This design comes from an exercise in tuning for small area, a short achievable clock period and few clock cycles on the open sky130 flow, not from production work. RTL that was checked went through simulation tests only; none was proved equivalent to the original. Power is estimated from default activity; no workload was simulated.

==> flow/design.v <==
`timescale 1ns / 1ps
package dfr_pkg;
    localparam int unsigned MIN_FRAME_BYTES = 1 + 4 + 1 + 2 + 4;
    localparam int unsigned HEADER_BYTES    = 8;
    localparam int unsigned MIC_BYTES       = 4;
    localparam logic [31:0] CRC_INIT     = 32'hFFFF_FFFF;
    localparam logic [31:0] CRC_POLY     = 32'hEDB8_8320;
    localparam logic [7:0]  FOPTS_MASK   = 8'h0F;
    localparam logic [7:0]  VERSION_MASK = 8'h03;
    typedef enum logic [1:0] {
        KIND_OPTION  = 2'd0,
        KIND_PAYLOAD = 2'd1,
        KIND_SUMMARY = 2'd2
    } kind_t;
    typedef enum logic [2:0] {
        ST_OK       = 3'd0,
        ST_SHORT    = 3'd1,
        ST_MISMATCH = 3'd2,
        ST_OVERRUN  = 3'd3,
        ST_TOO_LONG = 3'd4
    } status_t;
    typedef struct packed {
        kind_t       kind;
        logic [7:0]  byte_value;
        status_t     status;
        logic [2:0]  message_type;
        logic [1:0]  major_version;
        logic [31:0] device_address;
        logic [7:0]  frame_control;
        logic [15:0] frame_counter;
        logic [7:0]  payload_length;
        logic        last_of_run;
    } result_t;
    localparam int unsigned RESULT_W = 2 + 8 + 3 + 3 + 2 + 32 + 8 + 16 + 8 + 1;
    typedef struct packed {
        logic    byte_valid;
        logic    sum_valid;
        result_t byte_res;
        result_t sum_res;
    } push_t;
endpackage
`timescale 1ns / 1ps
`timescale 1ns / 1ps
`timescale 1ns / 1ps
module mac_frame_deframer_crc32 (
    input  logic        clk,
    input  logic        rst_n,
    input  logic        in_valid,
    output logic        in_ready,
    input  logic [7:0]  in_data,
    input  logic        in_eof,
    output logic        out_valid,
    input  logic        out_ready,
    output logic [1:0]  out_kind,
    output logic [7:0]  out_byte_value,
    output logic [2:0]  out_status,
    output logic [2:0]  out_message_type,
    output logic [1:0]  out_major_version,
    output logic [31:0] out_device_address,
    output logic [7:0]  out_frame_control,
    output logic [15:0] out_frame_counter,
    output logic [7:0]  out_payload_length,
    output logic        out_last_of_run
);
    localparam logic [31:0] CRC_POLY    = 32'hEDB8_8320;
    localparam logic [31:0] CRC_RESIDUE = 32'hDEBB_20E3;
    localparam logic [2:0] ST_OK = 3'd0, ST_SHORT = 3'd1, ST_MISMATCH = 3'd2,
                           ST_OVERRUN = 3'd3, ST_TOO_LONG = 3'd4;
    function automatic [31:0] crc32_byte(input [31:0] crc_in, input [7:0] data);
        integer k;
        begin
            crc32_byte = crc_in ^ {24'd0, data};
            for (k = 0; k < 8; k = k + 1)
            begin
                if (crc32_byte[0])
                    crc32_byte = (crc32_byte >> 1) ^ CRC_POLY;
                else
                    crc32_byte = crc32_byte >> 1;
            end
        end
    endfunction
    logic        rdy;                   
    logic        ov;                    
    logic        gs;                    
    logic [7:0]  g;                     
    logic [7:0]  dl0, dl1, dl2, dl3;    
    logic        fresh;                 
    logic        first;                 
    logic        hcap;                  
    logic        body;                  
    logic [7:0]  cnt;                   
    logic [31:0] crc;
    logic [7:0]  hdr0, hdr5;
    logic [31:0] hdr_addr;
    logic [15:0] hdr_cnt;
    logic       r_v, r_pay, r_lor;
    logic [7:0] r_byte;
    logic       k_v, k_pay, k_lor;
    logic [7:0] k_byte;
    logic       sp1, sp2, sv, q2;
    logic       s_chk;                  
    logic       s_ovr;
    logic [2:0] s_status;
    logic [7:0] s_plen;
    logic [3:0] s_vc;                   
    logic       take, push, pop_r, pop_s, eof_t, busy, load_s, load_q;
    logic       r_v_n, k_v_n, sp1_n, sv_n, q2_n, ge3_n;
    logic [4:0] optlim;
    logic       pay;
    assign take   = in_valid && rdy;
    assign eof_t  = take && in_eof;
    assign push   = take && body;
    assign optlim = 5'd12 + {1'b0, hdr5[3:0]};
    assign pay    = {3'd0, optlim} <= cnt;
    assign pop_r  = out_ready && r_v;
    assign pop_s  = out_ready && !r_v && sv;
    assign busy   = sp1 || sp2 || sv || q2;
    assign load_s = eof_t && !busy;
    assign load_q = q2 && !sp1 && !sp2 && !sv;
    assign r_v_n = k_v || push || (r_v && !out_ready);
    assign k_v_n = r_v && !out_ready && (k_v || push);
    assign sp1_n = load_s;
    assign sv_n  = sp2 || load_q || (sv && !pop_s);
    assign q2_n  = (q2 && !load_q) || (eof_t && busy);
    assign ge3_n = take ? (!in_eof && (cnt >= 8'd2)) : (cnt >= 8'd3);
    always_ff @(posedge clk or negedge rst_n)
    begin
        if (!rst_n)
        begin
            rdy   <= 1'b0;
            ov    <= 1'b0;
            r_v   <= 1'b0;
            k_v   <= 1'b0;
            sp1   <= 1'b0;
            sp2   <= 1'b0;
            sv    <= 1'b0;
            q2    <= 1'b0;
            cnt   <= 8'd0;
            fresh <= 1'b0;
            first <= 1'b0;
            hcap  <= 1'b0;
            body  <= 1'b0;
        end
        else
        begin
            rdy   <= !k_v_n && !((sp1_n || sp1 || sv_n || q2_n) && (ge3_n || q2_n));
            ov    <= r_v_n || sv_n;
            r_v   <= r_v_n;
            k_v   <= k_v_n;
            sp1   <= sp1_n;
            sp2   <= sp1;
            sv    <= sv_n;
            q2    <= q2_n;
            fresh <= take;
            if (take)
            begin
                first <= !in_eof && (cnt == 8'd0);
                hcap  <= !in_eof && (cnt >= 8'd3) && (cnt <= 8'd10);
                body  <= !in_eof && (cnt >= 8'd11) && (cnt <= 8'd253);
                if (in_eof)
                    cnt <= 8'd0;
                else if (cnt != 8'd255)
                    cnt <= cnt + 8'd1;
            end
            else
                hcap <= 1'b0;
        end
    end
    always_ff @(posedge clk)
    begin
        gs <= !r_v_n;
        for (int i = 0; i < 8; i++)
            g[i] <= !r_v_n && !load_q && (s_vc > 4'(i));
    end
    always_ff @(posedge clk)
    begin
        if (take)
        begin
            dl0 <= dl1;
            dl1 <= dl2;
            dl2 <= dl3;
            dl3 <= in_data;
        end
    end
    always_ff @(posedge clk)
    begin
        if (fresh)
        begin
            crc <= crc32_byte(32'd0, dl3) ^
                   (first ? crc32_byte(32'hFFFF_FFFF, 8'd0) : crc32_byte(crc, 8'd0));
        end
        if (hcap)
        begin
            case (cnt[2:0])
                3'd4: hdr0 <= dl0;
                3'd5: hdr_addr[7:0] <= dl0;
                3'd6: hdr_addr[15:8] <= dl0;
                3'd7: hdr_addr[23:16] <= dl0;
                3'd0: hdr_addr[31:24] <= dl0;
                3'd1: hdr5 <= dl0;
                3'd2: hdr_cnt[7:0] <= dl0;
                default: hdr_cnt[15:8] <= dl0;
            endcase
        end
    end
    always_ff @(posedge clk)
    begin
        if (!r_v || pop_r)
        begin
            if (k_v)
            begin
                r_pay  <= k_pay;
                r_lor  <= k_lor;
                r_byte <= k_byte;
            end
            else if (push)
            begin
                r_pay  <= pay;
                r_lor  <= !in_eof;
                r_byte <= dl0;
            end
            else
            begin
                r_pay  <= 1'b0;
                r_lor  <= 1'b1;
                r_byte <= 8'd0;
            end
        end
        if (!k_v && push && r_v && !pop_r)
        begin
            k_pay  <= pay;
            k_lor  <= !in_eof;
            k_byte <= dl0;
        end
    end
    always_ff @(posedge clk)
    begin
        if (load_s)
        begin
            s_plen <= cnt;
            s_vc   <= (cnt >= 8'd11) ? 4'd8 : (cnt >= 8'd4) ? 4'(cnt - 8'd3) : 4'd0;
            s_chk  <= (cnt != 8'd255) && (cnt >= 8'd11);
            if (cnt == 8'd255)
                s_status <= ST_TOO_LONG;
            else if (cnt < 8'd11)
                s_status <= ST_SHORT;
            else
                s_status <= ST_OK;
        end
        else if (load_q)
        begin
            s_plen   <= 8'd0;
            s_vc     <= 4'd0;
            s_chk    <= 1'b0;
            s_status <= ST_SHORT;
        end
        else if (sp1)
        begin
            if (s_chk)
                {s_ovr, s_plen} <= {1'b0, s_plen} - 9'd11 - {5'd0, hdr5[3:0]};
            else
                s_plen <= 8'd0;
        end
        else if (sp2 && s_chk)
        begin
            if (crc != CRC_RESIDUE)
            begin
                s_status <= ST_MISMATCH;
                s_plen   <= 8'd0;
            end
            else if (s_ovr)
            begin
                s_status <= ST_OVERRUN;
                s_plen   <= 8'd0;
            end
        end
    end
    assign in_ready           = rdy;
    assign out_valid          = ov;
    assign out_kind           = {gs, r_pay};
    assign out_byte_value     = r_byte;
    assign out_last_of_run    = r_lor;
    assign out_status         = s_status & {3{gs}};
    assign out_payload_length = s_plen & g;
    assign out_message_type   = hdr0[7:5] & {3{g[0]}};
    assign out_major_version  = hdr0[1:0] & {2{g[0]}};
    assign out_device_address = hdr_addr & {{8{g[4]}}, {8{g[3]}}, {8{g[2]}}, {8{g[1]}}};
    assign out_frame_control  = hdr5 & {8{g[5]}};
    assign out_frame_counter  = hdr_cnt & {{8{g[7]}}, {8{g[6]}}};
endmodule
export LEC_CHECK = 0
export CAP_MARGIN = 20
export CORE_MARGIN = 2
export CORE_UTILIZATION = 45
export GPL_ROUTABILITY_DRIVEN = 1
export PLACE_DENSITY = 0.65
export SETUP_SLACK_MARGIN = 2.6
export SLEW_MARGIN = 20
create_clock -name core_clock -period 5.0 [get_ports {clk}]
standard.sh (not shown) runs the stock make flow with config.mk's settings and CLKGATE_MAP_FILE= SYNTH_SCRIPT=/design/flow/synth_recipe.tcl, a recipe that flattens the netlist after the stock synthesis.
==> flow/flow/run.sh <==
#!/bin/bash
# The standard layout, with the smallest buffer on each port.
set -euo pipefail
export BUFFER_PORTS_ARGS="-buffer_cell sky130_fd_sc_hd__buf_1"
bash standard.sh > standard_flow.log 2>&1
==> next run, changes <==
- ABC_CLOCK_PERIOD_IN_PS: default -> 2000
- SETUP_SLACK_MARGIN: 2.6 -> default
What happened:
- flip-flop and latch count is unchanged
- final area drops by 1.0%
- area after synthesis stays the same
- global-route usage rises by 0.48 points
- total power is lower by 1.2%
Function was not checked in any run of this note: the RTL went through the layout flow alone.

mac_frame_deframer_crc32, a different RTL version from the one above (not shown whole).
Size in the first run: roughly 680 cells after synthesis, about 190 flip-flops, about 8700 um2 of cells after synthesis.
==> flow/design.v (excerpt) <==
module mac_frame_deframer_crc32 (
    input  logic        clk,
    input  logic        rst_n,
    input  logic        in_valid,
    output logic        in_ready,
    input  logic [7:0]  in_data,
    input  logic        in_eof,
    output logic        out_valid,
    input  logic        out_ready,
    output logic [1:0]  out_kind,
    output logic [7:0]  out_byte_value,
    output logic [2:0]  out_status,
    output logic [2:0]  out_message_type,
    output logic [1:0]  out_major_version,
    output logic [31:0] out_device_address,
    output logic [7:0]  out_frame_control,
    output logic [15:0] out_frame_counter,
    output logic [7:0]  out_payload_length,
    output logic        out_last_of_run
);
export LEC_CHECK = 0
export CAP_MARGIN = 20
export CORE_MARGIN = 2
export CORE_UTILIZATION = 60
export CTS_BUF_LIST = sky130_fd_sc_hd__clkbuf_4 sky130_fd_sc_hd__clkbuf_8
export GPL_ROUTABILITY_DRIVEN = 1
export PLACE_DENSITY = 0.75
export SETUP_SLACK_MARGIN = 2.78
export SLEW_MARGIN = 20
create_clock -name core_clock -period 5.0 [get_ports {clk}]
==> flow/flow/run.sh <==
#!/bin/bash
# The standard layout, with the smallest buffer on each port and no dummy
# loads in the clock tree.
set -euo pipefail
export BUFFER_PORTS_ARGS="-buffer_cell sky130_fd_sc_hd__buf_1"
export CTS_ARGS="-sink_clustering_enable -repair_clock_nets -dont_use_dummy_load -buf_list {sky130_fd_sc_hd__clkbuf_4 sky130_fd_sc_hd__clkbuf_8}"
bash standard.sh > standard_flow.log 2>&1
The baseline went through all stages and came out clean.
Testbench counts at the start, summed over its fixed seeds: cycles 71,984.
Rerun with:
CORE_UTILIZATION = 55   (was 60)
PLACE_DENSITY = 0.7   (was 0.75)
SETUP_SLACK_MARGIN = 2.8   (was 2.78)
After rerunning:
- power came out higher by 0.68%
- final area came out higher by about 0.6%
- routed wire length came out higher by 0.43%
- non-clock buffer count came out higher by 2
- cell count came out higher by about 3.4%
- worst setup slack gains 0.025 ns
- count of clock-buffer cells in the layout does not change
- first-iteration DRC count came out lower by about 13%
- sequential cell count stays the same
- worst hold slack loses 0.0033 ns
- die area came out higher by 8.8%
Rerun with:
CORE_UTILIZATION = 70   (was 55)
PLACE_DENSITY = 0.85   (was 0.7)
SETUP_SLACK_MARGIN = 2.75   (was 2.8)
=>
- clock-buffer cell count does not change
- core utilization went up by 16 points
- final area came out lower by about 1.5%
- non-clock buffer count drops by 8
- worst hold slack gets worse by 0.0078 ns
- setup slack got worse by 0.075 ns
- sequential power is about the same
- synthesized area is unchanged
Rerun with:
CORE_UTILIZATION = 60   (was 70)
PLACE_DENSITY = 0.75   (was 0.85)
=> Global-route usage is lower by 5.5 points. Combinational power is higher slightly. Die area is higher by about a fifth. Wire length is lower by a few percent. Critical path depth is unchanged. Cell count is higher slightly. Sequential cell count is unchanged. Total power stays flat.
Rerun with:
SETUP_SLACK_MARGIN = 2.8   (was 2.75)
What happened: Routed wire length climbs by about 4.6%; first-iteration DRC count drops by about 9%; utilization climbs by 0.71 points; total power climbs by about 1.5%; global-route usage climbs by 1.2 points; via count climbs by about 1.5%; die area stays the same; cell count climbs by about 0.6%; sequential share of layout area drops by 0.52 points; fmax climbs by about 0.6%.
Rerun with:
SETUP_SLACK_MARGIN = 2.85   (was 2.8)
Effect:
- The changed run ran to the end with no violations
- count of clock-buffer cells in the layout does not change
- worst hold slack is better by 0.0099 ns
- setup slack is worse by 0.026 ns
- global-route usage decreases by 0.70 points

[re-timing with driven ports]
The results above use ideal ports. As a check the final layouts listed here were re-extracted and re-timed, cells and wires unchanged.
Step 1: set_driving_cell puts a clkbuf_16 on clk and a buf_2 on each other input, an assumption about the parent block.
Step 2, shift: input delay + t, output delay - t, t = (earliest + latest rising clock arrival at the registers) / 2. This alone moves slack from input paths to output paths.
a / b / c = ideal / step 1 / step 2; a / b = the first two.
run | shift t [ns] | setup WS [ns] | hold slack, ns | latest minus earliest clock arrival (ns) | worst slew at a driven data input, ns
the first run of note 1 | 0.472 | 2.637 / 2.637 / 2.322 | 0.423 / 0.423 / 0.423 | 0.012 / 0.012 | 0.03
the second run of note 1 | 0.472 | 2.171 / 2.186 / 1.714 | 0.417 / 0.417 / 0.417 | 0.014 / 0.014 | 0.04
the first run of note 2 | 0.480 | 2.816 / 2.793 / 2.451 | 0.423 / 0.423 / 0.423 | 0.043 / 0.043 | 0.04
the second run of note 2 | 0.483 | 2.840 / 2.824 / 2.469 | 0.419 / 0.419 / 0.419 | 0.028 / 0.028 | 0.04
the third run of note 2 | 0.490 | 2.766 / 2.732 / 2.439 | 0.412 / 0.412 / 0.412 | 0.037 / 0.038 | 0.03
the fourth run of note 2 | 0.479 | 2.813 / 2.775 / 2.422 | 0.421 / 0.421 / 0.421 | 0.033 / 0.033 | 0.04
the fifth run of note 2 | 0.488 | 2.826 / 2.791 / 2.471 | 0.415 / 0.415 / 0.415 | 0.030 / 0.030 | 0.04
the sixth run of note 2 | 0.472 | 2.800 / 2.800 / 2.481 | 0.425 / 0.425 / 0.425 | 0.044 / 0.044 | 0.04
After both steps setup and hold are still met in every run listed. The setup slack of the second run of note 1, which loses most, moves by +0.015 ns with the drivers and by -0.457 ns with both steps.
